From an optimization exercise on the open Yosys and OpenROAD flow, aimed at small area, a short achievable clock period and few clock cycles; shortcuts taken in it are not production practice. In this exercise RTL edits were held to simulation tests only and were not proved equivalent to the original. Power figures rest on the tool's default switching activity, not on a simulated workload.

<file path="flow/run.sh">
#!/bin/bash
set -euo pipefail
export BUFFER_PORTS_ARGS="-buffer_cell sky130_fd_sc_hd__buf_4"
export SETUP_SLACK_MARGIN=6.2
bash standard.sh finish > make_finish.log 2>&1
</file>
<file path="standard.sh">
#!/bin/bash
# synth_recipe.tcl (not shown) runs the flow's synth.tcl, then flattens the netlist and writes it again
# the make line also repeats each setting of config.mk as NAME=value (left out here)
make -C /OpenROAD-flow-scripts/flow DESIGN_CONFIG=/design/flow/config.mk WORK_HOME=/design/flow/orfs CLKGATE_MAP_FILE= SYNTH_SCRIPT=/design/flow/synth_recipe.tcl "${@:-finish}"
</file>
<file path="config.mk">
export PLATFORM = sky130hd
export DESIGN_NAME = selected_row_gram_matrix
export DESIGN_NICKNAME = selected_row_gram_matrix
export VERILOG_FILES = /design/flow/design.v
export SDC_FILE = /design/flow/constraint.sdc
export NUM_CORES = 4
export LEC_CHECK = 0
export ABC_CLOCK_PERIOD_IN_PS = 3000
export CAP_MARGIN = 20
export CELL_PAD_IN_SITES_DETAIL_PLACEMENT = 1
export CELL_PAD_IN_SITES_GLOBAL_PLACEMENT = 2
export CORE_MARGIN = 2
export CORE_UTILIZATION = 35
export CTS_CLUSTER_DIAMETER = 60
export CTS_CLUSTER_SIZE = 30
export PLACE_DENSITY = 0.5
export SLEW_MARGIN = 20
</file>
<file path="constraint.sdc">
create_clock -name core_clock -period 10.0 [get_ports {clk}]
set_input_delay 2.0000 -clock core_clock [delete_from_list [all_inputs] [get_ports {clk}]]
set_output_delay 2.0000 -clock core_clock [all_outputs]
set_load 0.01 [all_outputs]
</file>
<file path="design.v">
`timescale 1ns / 1ps
`default_nettype none
package srgm_pkg;
	localparam int ELEM_W = 32;
	localparam int ACC_W  = 64;
	localparam int POS_W  = 3;
	localparam int RANK_W = 4;
	localparam int APB_AW = 3;
	localparam int APB_DW = 32;
	localparam int RING_N = 4;   
	localparam int RING_L = 9;   
endpackage
`default_nettype wire
`timescale 1ns / 1ps
`default_nettype none
module srgm_row_buf (
	input  wire logic            clk,
	input  wire logic [7:0]      wr_en,     
	input  wire logic [31:0]     wr_data,
	input  wire logic            move,      
	output logic [7:0][31:0]     wb,
	output logic [7:0]           wb_nz
);
	logic [7:0][31:0] ib;
	logic [7:0]       ib_nz;
	logic             nz;
	assign nz = |wr_data;
	always_ff @(posedge clk) begin
		for (int k = 0; k < 8; k++) begin
			if (wr_en[k]) begin
				ib[k]    <= wr_data;
				ib_nz[k] <= nz;
			end
			if (move) begin
				wb[k]    <= ib[k];
				wb_nz[k] <= ib_nz[k];
			end
		end
	end
endmodule
`default_nettype wire
`timescale 1ns / 1ps
`default_nettype none
module srgm_mac_unit (
	input  wire logic            clk,
	input  wire logic [31:0]     xi,       
	input  wire logic [31:0]     xj,       
	input  wire logic            xi_nz,    
	input  wire logic            psign,    
	input  wire logic            clr,      
	output logic [8:0][63:0]     slot,     
	output logic [8:0][1:0]      slot_f    
);
	logic [15:0] one_q, two_q, neg_q;
	logic [31:0] mc_q;
	logic        ps1_q, clr1_q, v1_q;
	logic [32:0] be;
	assign be = {xi, 1'b0};
	always_ff @(posedge clk) begin
		for (int k = 0; k < 16; k++) begin
			one_q[k] <= be[2*k] ^ be[2*k+1];
			two_q[k] <= (be[2*k+2] & ~be[2*k+1] & ~be[2*k]) | (~be[2*k+2] & be[2*k+1] & be[2*k]);
			neg_q[k] <= be[2*k+2] & ~(be[2*k+1] & be[2*k]);
		end
		mc_q   <= xj;
		ps1_q  <= psign;
		clr1_q <= clr;
		v1_q   <= xi_nz;
	end
	logic [16:0][63:0] pr;
	always_comb begin
		logic [32:0] m;
		logic [32:0] pp;
		logic [63:0] nr;
		nr = v1_q ? 64'hAAAAAAAB_00000000 : 64'd0;
		for (int k = 0; k < 16; k++) begin
			m  = one_q[k] ? {mc_q[31], mc_q} : (two_q[k] ? {mc_q, 1'b0} : 33'd0);
			pp = m ^ {33{neg_q[k]}};
			pr[k] = {31'd0, ~pp[32] & v1_q, pp[31:0]} << (2 * k);
			nr[2*k] = neg_q[k];
		end
		pr[16] = nr;
	end
	function automatic logic [127:0] csa(input logic [63:0] a, input logic [63:0] b,
			input logic [63:0] c);
		logic [63:0] s, cy;
		s  = a ^ b ^ c;
		cy = ((a & b) | (a & c) | (b & c)) << 1;
		csa = {s, cy};
	endfunction
	logic [11:0][63:0] l1;
	logic [7:0][63:0] l2;
	logic [5:0][63:0] l3;
	logic [3:0][63:0] l4;
	always_comb begin
		for (int g = 0; g < 5; g++) begin
			{l1[2*g], l1[2*g+1]} = csa(pr[3*g], pr[3*g+1], pr[3*g+2]);
		end
		l1[10] = pr[15];
		l1[11] = pr[16];
		for (int g = 0; g < 4; g++) begin
			{l2[2*g], l2[2*g+1]} = csa(l1[3*g], l1[3*g+1], l1[3*g+2]);
		end
		for (int g = 0; g < 2; g++) begin
			{l3[2*g], l3[2*g+1]} = csa(l2[3*g], l2[3*g+1], l2[3*g+2]);
		end
		l3[4] = l2[6];
		l3[5] = l2[7];
		for (int g = 0; g < 2; g++) begin
			{l4[2*g], l4[2*g+1]} = csa(l3[3*g], l3[3*g+1], l3[3*g+2]);
		end
	end
	logic [3:0][63:0] t1_q;
	logic             ps2_q, clr2_q;
	always_ff @(posedge clk) begin
		t1_q   <= l4;
		ps2_q  <= ps1_q;
		clr2_q <= clr1_q;
	end
	logic [8:1][63:0] g_q;
	logic [8:1][1:0]  f_q;
	logic [63:0]      head, base;
	logic [3:0][63:0] m5;
	logic [2:0][63:0] m6;
	logic [1:0][63:0] m7;
	always_comb begin
		head = f_q[1][1] ? {f_q[1][0], {63{~f_q[1][0]}}} : g_q[1];
		base = clr2_q ? 64'd0 : head;
		{m5[0], m5[1]} = csa(t1_q[0], t1_q[1], t1_q[2]);
		m5[2] = t1_q[3];
		m5[3] = base;
		{m6[0], m6[1]} = csa(m5[0], m5[1], m5[2]);
		m6[2] = m5[3];
		{m7[0], m7[1]} = csa(m6[0], m6[1], m6[2]);
	end
	logic [63:0] cs_s_q, cs_c_q;
	logic        hs_q, ps3_q;
	always_ff @(posedge clk) begin
		cs_s_q <= m7[0];
		cs_c_q <= m7[1];
		hs_q   <= base[63];
		ps3_q  <= ps2_q;
	end
	logic [63:0] sum;
	logic        ovf;
	always_comb begin
		sum = cs_s_q + cs_c_q;
		ovf = (hs_q == ps3_q) && (sum[63] != hs_q);
	end
	always_ff @(posedge clk) begin
		for (int k = 1; k < 8; k++) begin
			g_q[k] <= g_q[k+1];
			f_q[k] <= f_q[k+1];
		end
		g_q[8] <= sum;
		f_q[8] <= {ovf, hs_q};
	end
	always_comb begin
		slot[0]   = cs_s_q;
		slot_f[0] = 2'b00;
		for (int k = 1; k < 9; k++) begin
			slot[k]   = g_q[k];
			slot_f[k] = f_q[k];
		end
	end
endmodule
`default_nettype wire
`timescale 1ns / 1ps
`default_nettype none
module srgm_gram_store (
	input  wire logic                  clk,
	input  wire logic                  xfer,
	input  wire logic [3:0][63:0]      g_in,
	input  wire logic [3:0][1:0]       gf_in,
	input  wire logic [71:0]           sel,
	input  wire logic [35:0][63:0]     g_slots,
	input  wire logic [35:0][1:0]      g_flags,
	output logic [63:0]                rd_data
);
	logic [3:0][8:0][63:0] s_q;
	logic [3:0][8:0][1:0]  sf_q;
	always_ff @(posedge clk) begin
		for (int c = 0; c < 4; c++) begin
			for (int k = 0; k < 8; k++) begin
				s_q[c][k]  <= s_q[c][k+1];
				sf_q[c][k] <= sf_q[c][k+1];
			end
			s_q[c][8]  <= xfer ? g_in[c] : s_q[c][0];
			sf_q[c][8] <= xfer ? gf_in[c] : sf_q[c][0];
		end
	end
	logic [35:0][63:0] s_slots;
	logic [35:0][1:0]  s_flags;
	assign s_slots = s_q;
	assign s_flags = sf_q;
	logic [63:0] raw;
	logic [1:0]  fl;
	always_comb begin
		raw = '0;
		fl  = '0;
		for (int k = 0; k < 36; k++) begin
			raw = raw | (g_slots[k] & {64{sel[k]}}) | (s_slots[k] & {64{sel[36+k]}});
			fl  = fl | (g_flags[k] & {2{sel[k]}}) | (s_flags[k] & {2{sel[36+k]}});
		end
		rd_data = fl[1] ? {fl[0], {63{~fl[0]}}} : raw;
	end
endmodule
`default_nettype wire
`timescale 1ns / 1ps
`default_nettype none
import srgm_pkg::*;
module selected_row_gram_matrix #(
	parameter int RANK = 8
) (
	input  wire logic                        clk,
	input  wire logic                        arst_n,
	input  wire logic                        item_valid,
	output logic                             item_stall,
	input  wire logic [32:0]                 item,
	output logic                             result_valid,
	input  wire logic                        result_stall,
	output logic [70:0]                      result,
	input  wire logic                        psel,
	input  wire logic                        penable,
	input  wire logic                        pwrite,
	input  wire logic [srgm_pkg::APB_AW-1:0] paddr,
	input  wire logic [srgm_pkg::APB_DW-1:0] pwdata,
	output logic [srgm_pkg::APB_DW-1:0]      prdata,
	output logic                             pready
);
	logic [3:0]  rank_q;
	logic [2:0]  rm1_q;       
	logic [31:0] prdata_q;
	logic        cfg_wr;
	assign cfg_wr = psel && penable && pwrite && !paddr[2];
	assign pready = 1'b1;
	assign prdata = prdata_q;
	function automatic logic [2:0] eff_m1(input logic [3:0] r);
		if (r == 4'd0) eff_m1 = 3'd0;
		else if (r > 4'd8) eff_m1 = 3'd7;
		else eff_m1 = 3'(r - 4'd1);
	endfunction
	always_ff @(posedge clk or negedge arst_n) begin
		if (!arst_n) begin
			rank_q   <= 4'd8;
			rm1_q    <= 3'd7;
			prdata_q <= '0;
		end else begin
			if (cfg_wr) begin
				rank_q <= pwdata[3:0];
				rm1_q  <= eff_m1(pwdata[3:0]);
			end
			prdata_q <= paddr[2] ? 32'd0 : {28'd0, rank_q};
		end
	end
	logic        stall_q;
	logic [2:0]  cnt_q;         
	logic        ib_full_q;     
	logic        ib_post_q;     
	logic [2:0]  ib_rm1_q;
	logic        busy_q;        
	logic [3:0]  k_q;           
	logic [2:0]  wb_rm1_q;
	logic        wb_first_q;    
	logic        bd1_q, bd2_q;  
	logic        g_zero_q;      
	logic        s_zero_q;      
	logic        fin_pend_q;    
	logic [2:0]  fin_rm1_q;
	logic        fin2_pend_q;   
	logic [2:0]  fin2_rm1_q;
	logic [3:0]  xfer_q;        
	logic        out_active_q;
	logic [2:0]  oi_q, oj_q, out_rm1_q;
	logic [71:0] sel_q;
	logic        result_valid_q;
	logic [70:0] result_q;
	logic [8:0]  iph_q;         
	logic fire, push, fin, row_done;
	logic last_issue, move, start_x, out_free, load, out_last, xfer_act;
	logic xfer_act_q;    
	logic ib_full_n, ib_post_n, busy_n, fin_pend_n, fin2_pend_n, out_active_n;
	logic last_issue_n, move_n;
	logic [3:0] k_n, xfer_n;
	assign item_stall   = stall_q;
	assign result_valid = result_valid_q;
	assign result       = result_q;
	assign fire     = item_valid && !stall_q;
	assign push     = fire && !item[32];
	assign fin      = fire && item[32];
	assign row_done = push && (cnt_q == rm1_q);
	assign xfer_act   = (xfer_q != 4'd0);
	assign last_issue = busy_q && (k_q == 4'd8);
	assign move       = ib_full_q && (!busy_q || last_issue) &&
		(!ib_post_q || !fin_pend_q);
	assign start_x    = fin_pend_q && !(ib_full_q && !ib_post_q) && !busy_q && !bd1_q &&
		!bd2_q && (!out_active_q || (load && out_last)) && !xfer_act;
	assign out_free   = !result_valid_q || !result_stall;
	assign load       = out_active_q && out_free;
	assign out_last   = (oi_q == out_rm1_q) && (oj_q == out_rm1_q);
	assign ib_full_n    = (ib_full_q && !move) || row_done;
	assign ib_post_n    = start_x ? 1'b0 : (row_done ? fin_pend_q : ib_post_q);
	assign busy_n       = move || (busy_q && !last_issue);
	assign k_n          = move ? 4'd0 : k_q + 4'd1;
	assign xfer_n       = start_x ? 4'd9 : (xfer_act ? xfer_q - 4'd1 : 4'd0);
	assign fin_pend_n   = start_x ? (fin2_pend_q || fin) : (fin_pend_q || fin);
	assign fin2_pend_n  = !start_x && (fin2_pend_q || (fin && fin_pend_q));
	assign out_active_n = start_x || (out_active_q && !(load && out_last));
	assign last_issue_n = busy_n && (k_n == 4'd8);
	assign move_n       = ib_full_n && (!busy_n || last_issue_n) &&
		(!ib_post_n || !fin_pend_n);
	function automatic logic [12:0] ring_pos(input logic [2:0] i, input logic [2:0] j);
		logic [2:0] a, b;
		logic [3:0] c_oh;
		logic [8:0] e_oh;
		a = (i < j) ? i : j;
		b = (i < j) ? j : i;
		c_oh = '0;
		e_oh = '0;
		if (a <= 3'd3) begin
			c_oh[a[1:0]] = 1'b1;
			e_oh[b - a]  = 1'b1;
		end else begin
			c_oh[3'd7 - a]         = 1'b1;
			e_oh[{1'b0, b} + 4'd1] = 1'b1;
		end
		ring_pos = {c_oh, e_oh};
	endfunction
	function automatic logic [71:0] slot_sel(input logic [12:0] pos, input logic [8:0] ph_oh,
			input logic [3:0] xn);
		logic [3:0] c_oh;
		logic [8:0] e_oh, ss;
		c_oh = pos[12:9];
		e_oh = pos[8:0];
		for (int s = 0; s < 9; s++) begin
			ss[s] = 1'b0;
			for (int k = 0; k < 9; k++) begin
				ss[s] = ss[s] | (ph_oh[k] & e_oh[(s + k + 1) % 9]);
			end
		end
		for (int c = 0; c < 4; c++) begin
			for (int s = 0; s < 9; s++) begin
				slot_sel[c*9+(s+1)%9] = c_oh[c] & ss[s] & (4'(s) < xn);
				slot_sel[36+c*9+s]    = c_oh[c] & ss[s] & !(4'(s) < xn);
			end
		end
	endfunction
	logic [2:0]  ni_q, nj_q;       
	logic [2:0]  nni_q, nnj_q;     
	logic [12:0] cur_pos_q, nxt_pos_q;
	logic [2:0]  ni_nx, nj_nx;
	logic [8:0]  ph_oh_q, ph_oh_n;  
	always_comb begin
		if (nnj_q == out_rm1_q) begin
			ni_nx = nni_q + 3'd1;
			nj_nx = 3'd0;
		end else begin
			ni_nx = nni_q;
			nj_nx = nnj_q + 3'd1;
		end
		ph_oh_n = {ph_oh_q[7:0], ph_oh_q[8]};
	end
	localparam logic [12:0] POS00 = {4'b0001, 9'b000000001};
	localparam logic [12:0] POS01 = {4'b0001, 9'b000000010};
	logic [71:0] sel_start, sel_adv, sel_hold;
	assign sel_start = slot_sel(POS00, ph_oh_n, 4'd9);
	assign sel_adv   = slot_sel(nxt_pos_q, ph_oh_n, xfer_n);
	assign sel_hold  = slot_sel(cur_pos_q, ph_oh_n, xfer_n);
	logic [63:0] rd_val;
	always_ff @(posedge clk or negedge arst_n) begin
		if (!arst_n) begin
			stall_q        <= 1'b0;
			cnt_q          <= '0;
			ib_full_q      <= 1'b0;
			ib_post_q      <= 1'b0;
			ib_rm1_q       <= '0;
			busy_q         <= 1'b0;
			k_q            <= '0;
			wb_rm1_q       <= '0;
			wb_first_q     <= 1'b0;
			bd1_q          <= 1'b0;
			bd2_q          <= 1'b0;
			g_zero_q       <= 1'b1;
			s_zero_q       <= 1'b1;
			fin_pend_q     <= 1'b0;
			fin_rm1_q      <= '0;
			fin2_pend_q    <= 1'b0;
			fin2_rm1_q     <= '0;
			xfer_q         <= '0;
			out_active_q   <= 1'b0;
			oi_q           <= '0;
			oj_q           <= '0;
			out_rm1_q      <= '0;
			sel_q          <= '0;
			result_valid_q <= 1'b0;
			ph_oh_q        <= 9'b000000001;
			iph_q          <= 9'b000001000;
			ni_q           <= '0;
			nj_q           <= '0;
			nni_q          <= '0;
			nnj_q          <= '0;
			xfer_act_q     <= 1'b0;
			cur_pos_q      <= '0;
			nxt_pos_q      <= '0;
		end else begin
			stall_q <= fin2_pend_n || (ib_full_n && !move_n);
			ph_oh_q <= ph_oh_n;
			iph_q   <= {iph_q[7:0], iph_q[8]};
			bd1_q   <= busy_q;
			bd2_q   <= bd1_q;
			if (cfg_wr || fin || row_done) begin
				cnt_q <= '0;
			end else if (push) begin
				cnt_q <= cnt_q + 3'd1;
			end
			ib_full_q <= ib_full_n;
			ib_post_q <= ib_post_n;
			if (row_done) ib_rm1_q <= rm1_q;
			busy_q <= busy_n;
			k_q    <= k_n;
			if (move) begin
				wb_rm1_q   <= ib_rm1_q;
				wb_first_q <= g_zero_q;
			end
			if (start_x) begin
				s_zero_q <= g_zero_q;
			end
			if (move) begin
				g_zero_q <= 1'b0;
			end else if (start_x) begin
				g_zero_q <= 1'b1;
			end
			xfer_q      <= xfer_n;
			xfer_act_q  <= (xfer_n != 4'd0);
			fin_pend_q  <= fin_pend_n;
			fin2_pend_q <= fin2_pend_n;
			if (start_x) begin
				fin_rm1_q <= fin2_pend_q ? fin2_rm1_q : rm1_q;
			end else if (fin && !fin_pend_q) begin
				fin_rm1_q <= rm1_q;
			end
			if (fin && fin_pend_q && !start_x) fin2_rm1_q <= rm1_q;
			out_active_q <= out_active_n;
			if (start_x) begin
				oi_q      <= '0;
				oj_q      <= '0;
				ni_q      <= '0;
				nj_q      <= 3'd1;
				nni_q     <= (fin_rm1_q == 3'd1) ? 3'd1 : 3'd0;
				nnj_q     <= (fin_rm1_q == 3'd1) ? 3'd0 : 3'd2;
				cur_pos_q <= POS00;
				nxt_pos_q <= POS01;
				out_rm1_q <= fin_rm1_q;
				sel_q     <= sel_start;
			end else if (load) begin
				oi_q      <= ni_q;
				oj_q      <= nj_q;
				ni_q      <= nni_q;
				nj_q      <= nnj_q;
				nni_q     <= ni_nx;
				nnj_q     <= nj_nx;
				cur_pos_q <= nxt_pos_q;
				nxt_pos_q <= ring_pos(nni_q, nnj_q);
				sel_q     <= sel_adv;
			end else begin
				sel_q <= sel_hold;
			end
			if (load) begin
				result_valid_q <= 1'b1;
			end else if (!result_stall) begin
				result_valid_q <= 1'b0;
			end
		end
	end
	always_ff @(posedge clk or negedge arst_n) begin
		if (!arst_n) begin
			result_q <= '0;
		end else if (load) begin
			result_q <= {(s_zero_q ? 64'd0 : rd_val), oi_q, oj_q, out_last};
		end
	end
	logic [7:0]       ib_we;
	logic [7:0][31:0] wb;
	logic [7:0]       wb_nz;
	always_comb begin
		for (int k = 0; k < 8; k++) ib_we[k] = !stall_q && (cnt_q == 3'(k));
	end
	srgm_row_buf u_row_buf (
		.clk    (clk),
		.wr_en  (ib_we),
		.wr_data(item[31:0]),
		.move   (move),
		.wb     (wb),
		.wb_nz  (wb_nz)
	);
	logic [3:0][7:0] jsel_q;    
	logic [3:0]      ia_q;      
	logic [3:0]      ib_q;      
	logic            clr_q;
	logic [8:0] iph_n;
	logic [2:0] wb_rm1_n;
	assign iph_n    = {iph_q[7:0], iph_q[8]};
	assign wb_rm1_n = move ? ib_rm1_q : wb_rm1_q;
	always_ff @(posedge clk or negedge arst_n) begin
		if (!arst_n) begin
			jsel_q <= '0;
			ia_q   <= '0;
			ib_q   <= '0;
			clr_q  <= 1'b0;
		end else begin
			for (int c = 0; c < 4; c++) begin
				for (int j = 0; j < 8; j++) jsel_q[c][j] <= 1'b0;
				ia_q[c] <= 1'b0;
				ib_q[c] <= 1'b0;
				for (int e = 0; e < 9; e++) begin
					if (e < 8 - c) begin
						if (busy_n && iph_n[e] && (3'(c + e) <= wb_rm1_n)) begin
							jsel_q[c][c+e] <= 1'b1;
							ia_q[c]        <= 1'b1;
						end
					end else begin
						if (busy_n && iph_n[e] && (3'(e - 1) <= wb_rm1_n)) begin
							jsel_q[c][e-1] <= 1'b1;
							ib_q[c]        <= 1'b1;
						end
					end
				end
			end
			clr_q <= busy_n && (move ? g_zero_q : wb_first_q);
		end
	end
	logic [3:0][8:0][63:0] lane_slots;
	logic [3:0][8:0][1:0]  lane_flags;
	logic [3:0][31:0]      lane_xi, lane_xj;
	logic [3:0]            lane_inz, lane_jnz, lane_ps;
	logic [35:0][63:0]     slots;
	logic [35:0][1:0]      flags;
	always_comb begin
		for (int c = 0; c < 4; c++) begin
			lane_xi[c]  = ({32{ia_q[c]}} & wb[c]) | ({32{ib_q[c]}} & wb[7-c]);
			lane_inz[c] = (ia_q[c] & wb_nz[c]) | (ib_q[c] & wb_nz[7-c]);
			lane_xj[c]  = '0;
			lane_jnz[c] = 1'b0;
			for (int j = 0; j < 8; j++) begin
				lane_xj[c]  = lane_xj[c] | ({32{jsel_q[c][j]}} & wb[j]);
				lane_jnz[c] = lane_jnz[c] | (jsel_q[c][j] & wb_nz[j]);
			end
			lane_ps[c] = (lane_xi[c][31] ^ lane_xj[c][31]) & lane_inz[c] & lane_jnz[c];
		end
	end
	for (genvar c = 0; c < 4; c++) begin : g_lane
		srgm_mac_unit u_mac (
			.clk   (clk),
			.xi    (lane_xi[c]),
			.xj    (lane_xj[c]),
			.xi_nz (lane_inz[c]),
			.psign (lane_ps[c]),
			.clr   (clr_q),
			.slot  (lane_slots[c]),
			.slot_f(lane_flags[c])
		);
	end
	assign slots = lane_slots;
	assign flags = lane_flags;
	logic [3:0][63:0] g1;
	logic [3:0][1:0]  gf1;
	always_comb begin
		for (int c = 0; c < 4; c++) begin
			g1[c]  = lane_slots[c][1];
			gf1[c] = lane_flags[c][1];
		end
	end
	srgm_gram_store u_rd (
		.clk    (clk),
		.xfer   (xfer_act_q),
		.g_in   (g1),
		.gf_in  (gf1),
		.sel    (sel_q),
		.g_slots(slots),
		.g_flags(flags),
		.rd_data(rd_val)
	);
endmodule
`default_nettype wire
</file>
==> impl_metrics.json <==
{
  "cp.arrival_ns": 5.13,
  "ys_seq_elements": 6953,
  "antenna_left": 0,
  "drc": 0,
  "ys_seq_area_frac": 0.4876,
  "fp.coreArea_mm2": 0.8521,
  "fin_skew_ns": 0.1520,
  "drt_iter0_drc": 29080,
  "grt_pass1_wl_mm": 2194,
  "power_uw": 56630,
  "worstSkewPairLatency_ns": 1.22,
  "finalSetupViolCount": 0,
  "fin_crit_sh": 0.3997,
  "routed_wl_mm": 1682,
  "grtUsageTotal": 0.3760,
  "r2r-start": "g_lane[1].u_mac.cs_s_q[5]",
  "cap_violations": 0,
  "avgRoutedWirePerCell_um": 43.85,
  "dpl.hpwl_mm": 1175,
  "portBuffers": 121,
  "cts-root-buf": "clkbuf_16",
  "end_kind": "flip-flop",
  "start_util": 0.3513,
  "post_synth.cell_area_avg_um2": 11.22,
  "routabilityCongestion": 0.9432,
  "synth_ff_type": "dfxtp_1",
  "layout-drive-gt1-share": 0.1171,
  "r2r_end": "g_lane[1].u_mac.f_q[15]",
  "synth_warnings": 4,
  "crit_family": "compound AO/OA/AOI/OAI gates",
  "hold_violations": 0,
  "synth_cells": 26690,
  "crit_path_top_delay_cell": "ha_1",
  "final_max_slew_viol_count": 0,
  "cp-start-kind": "flip-flop",
  "die_width_um": 928.8,
  "io_pins": 181,
  "leakage_uw": 0.1374,
  "r2r_slack_ns": 6.00,
  "r2r_cells": 14,
  "fin_nets": 29350,
  "ir_drop_mv": 0.2085,
  "synthArstFlopShare": 0.04185,
  "antenna_found_initial": 253,
  "max_slew.worst_pin.slew_ns": 1.371,
  "cts_inserted_buffers": 579,
  "path_cells": "ha_1 > o211ai_1 > a21o_4 > a21oi_4 > o2111ai_4 > a2111oi_4 > buf_4 > a211o_4 > o21ai_4 > buf_12 > a31o_4 > o21ai_4 > xnor2_4 > mux2i_1",
  "worstHoldPathType": "flip-flop to flip-flop",
  "cts_tree": "done",
  "first_pass_iters": 12,
  "synth_cell_types": 102,
  "crit_path_max_fanout": 4,
  "crit_top_cell": "o21ai_4",
  "holdPathStages": 0,
  "grt_overflow": 0,
  "crit_required_ns": 11.13,
  "power_density_mw_per_mm2": 165.5,
  "hold_buffers": 0,
  "rows": 339,
  "rsz0062_at_grt": "true",
  "grt_max_degree": 85,
  "worstSetupPathType": "flip-flop to flip-flop",
  "setup_tns_ns": 0,
  "hp-start": "g_lane[3].u_mac.g_q[414]",
  "htree_levels": 6,
  "vias": 227900,
  "max_slew_margin": 0.08629,
  "area_growth_pct": 14.29,
  "clk_pin_slew_ns": 0.09,
  "critPathBufInv": 2,
  "fmax_mhz": 250.2,
  "critical-path-max-stage-delay_ns": 0.50,
  "clockBufferDepth": 4,
  "grt_pass1_vias": 229700,
  "viasPerCell": 5.939,
  "post-route-util": 0.4015,
  "synth-edff-count": 528,
  "cts_sinks": 6953,
  "holdPathEnd": "g_lane[3].u_mac.g_q[350]",
  "die_h_um": 928.8,
  "min_period_ns": 3.997,
  "die_area_mm2": 0.8627,
  "status": "timing/DRC/antenna clean",
  "syn_area_mm2": 0.2993
}
cell type report:
cell class | count | area (µm²)
diodes | 231 | 578.1
clock inverters | 424 | 5801
well taps | 11250 | 14080
inverters | 1647 | 6185
multi-input cells | 16040 | 142000
flip-flops and latches | 6953 | 146600
fillers | 90180 | 510000
repair buffers | 1164 | 11530
clock buffers | 650 | 15380
sequential cells by signal (all words and copies together), names as in the netlist, 8 cells and up:
signal and cells:
u_row_buf.wb 256, ph_oh_q 9, g_lane.u_mac.t1_q 796, u_row_buf.ib_nz 8, u_row_buf.wb_nz 8, u_row_buf.ib 256
cur_pos_q 13, result_q 71, u_rd.sf_q 72, g_lane.u_mac.g_q 2048, g_lane.u_mac.neg_q 64, sel_q 72
u_rd.s_q 2304, g_lane.u_mac.one_q 64, nxt_pos_q 13, iph_q 9, g_lane.u_mac.f_q 64, g_lane.u_mac.two_q 64
g_lane.u_mac.cs_s_q 256, g_lane.u_mac.cs_c_q 252, jsel_q 26, g_lane.u_mac.mc_q 128
where the power goes:
group,internal [µW],total [µW],switching [µW]
Combinational,590,2200,1620
Clock,12800,25700,12900
Sequential,28400,28800,414
cells by family (layout without fill, tap and decap cells):
| kind of cell | after synthesis | count (layout) | synth area share |
|---|---|---|---|
| DFF | 6953 | 6953 | 0.4876 |
| AOI/OAI and AO/OA | 6346 | 6347 | 0.1540 |
| and+or+nand+nor | 4113 | 4117 | 0.06056 |
| buffers and inverters | 3720 | 3885 | 0.04709 |
| adders and majority gates | 2889 | 2889 | 0.1705 |
| xor gates and xnor gates | 2369 | 2369 | 0.06931 |
| muxes | 293 | 293 | 0.01094 |
| other | 2 | 260 | 0.00002509 |
worst register-to-register path: cells and delay by family, from the launching register on:
kind,cells,cell delay (ns)
AO/OA/AOI/OAI,9,2.25
adder cells (fa/ha/maj),1,0.50
XOR/XNOR,1,0.20
buffers and inverters,2,0.36
multiplexers,1,0.21
flip-flops,1,0.42
metal layers:
| metal | track usage | vias up | part of all wire | routed length (µm) |
|---|---|---|---|---|
| met2 | 0.5627 | 11720 | 0.43 | 716900 |
| met3 | 0.09243 | 3015 | 0.093 | 155800 |
| li1 | - | 92150 | - | - |
| met1 | 0.4980 | 120900 | 0.41 | 694200 |
| met4 | 0.2108 | 72 | 0.068 | 114900 |
| met5 | 0 | - | 0.00028 | 477 |
cells in the mapped netlist, types with 67 or more instances:
master	count	area [µm²]
nor4_1	83	519.3
dfrtp_1	283	7082
fa_1	1984	39720
nor2b_1	103	644.4
ha_1	904	11310
xor2_1	1304	11420
a22oi_1	2240	16820
dfxtp_1	6134	122800
nand2_1	2583	9696
o21a_1	283	2125
inv_1	1646	6178
a22o_1	840	7357
nand3_1	208	1041
xnor2_1	1065	9328
a21oi_1	278	1391
clkbuf_1	1672	6276
nor2_1	393	1475
edfxtp_1	528	15860
a222oi_1	85	850.8
mux2_2	274	3085
or4_1	67	503.0
a221oi_1	823	7208
o21ai_0	1343	6721
a21o_1	147	1104
nand4_1	466	2915
buf_1	358	1344
worst max path at each step:
stage / slack [ns] / start / to / depth (start not counted)
floorplan: 6.23 / result_stall / nni_q[2] / 9
global placement: 4.38 / g_lane[1].u_mac.cs_s_q[1] / g_lane[1].u_mac.f_q[15] / 15
detailed placement: 4.36 / g_lane[1].u_mac.cs_s_q[1] / g_lane[1].u_mac.f_q[15] / 15
CTS: 6.00 / g_lane[1].u_mac.cs_s_q[1] / g_lane[1].u_mac.f_q[15] / 16
global route: 5.96 / g_lane[0].u_mac.cs_s_q[1] / g_lane[0].u_mac.g_q[509] / 17
finish: 6.00 / g_lane[1].u_mac.cs_s_q[5] / g_lane[1].u_mac.f_q[15] / 14
stage by stage:
stage	area (µm²)	cells	hold WS [ns]	worst slack (ns)
2_1_floorplan	299500	26710	0.3096	6.232
3_3_place_gp	314100	36820	0.3163	4.383
3_5_place_dp	314200	36830	0.3146	4.359
4_1_cts	339400	38060	0.2754	5.998
5_1_grt	341900	38280	0.2744	5.956
6_report	342100	38370	0.2551	6.003
cell usage in the layout (no fill, tap or decap), types with 181 or more instances in the layout:
cell       synthesis  final
a22oi_1         2240   2230
a221oi_1         823    815
mux2_2           274    274
a21oi_1          278    253
o21ai_0         1343   1320
o21a_1           283    283
fa_1            1984   1963
nand3_1          208    205
diode_2            0    231
nand2_1         2583   2576
clkbuf_16          0    604
inv_1           1646   1643
edfxtp_1         528    528
dfxtp_1         6134   5934
nor2_1           393    387
buf_4             29    808
ha_1             904    875
a22o_1           840    840
buf_6              1    181
xor2_1          1304   1300
xnor2_1         1065   1055
dfrtp_1          283    202
nand4_1          466    466
what timing repair did:
item,4_1_cts,5_1_grt
setup endpoints to repair,928,363
resized for setup,542,322
setup buffers,149,60
pin swaps,75,71
hold endpoints to repair,0,0
cloned,9,16
Testbench counts, summed over its fixed seeds: cycles 9,320.

-- what the ideal ports hide --
No port has a modelled driver above. Below, the same layout with a new extraction and two added sets of constraints. Step 1: set_driving_cell puts a clkbuf_16 on clk and a buf_2 on each other input, an assumption about the parent block. Step 2 moves the port delays by t, midway between the first and last clock arrival at a register: inputs arrive t later, outputs are due t later. That takes back most of the time a late clock gives input paths. Slacks: ideal ports / drivers / drivers and shift; pairs: ideal ports / drivers.
t (ns): 1.315
setup WS [ns]: 6.003 / 5.904 / 5.315
worst setup path after step 2: input to register
After both steps setup and hold are still met in this run. The setup slack of this run moves by -0.099 ns with the drivers and by -0.688 ns with both steps.
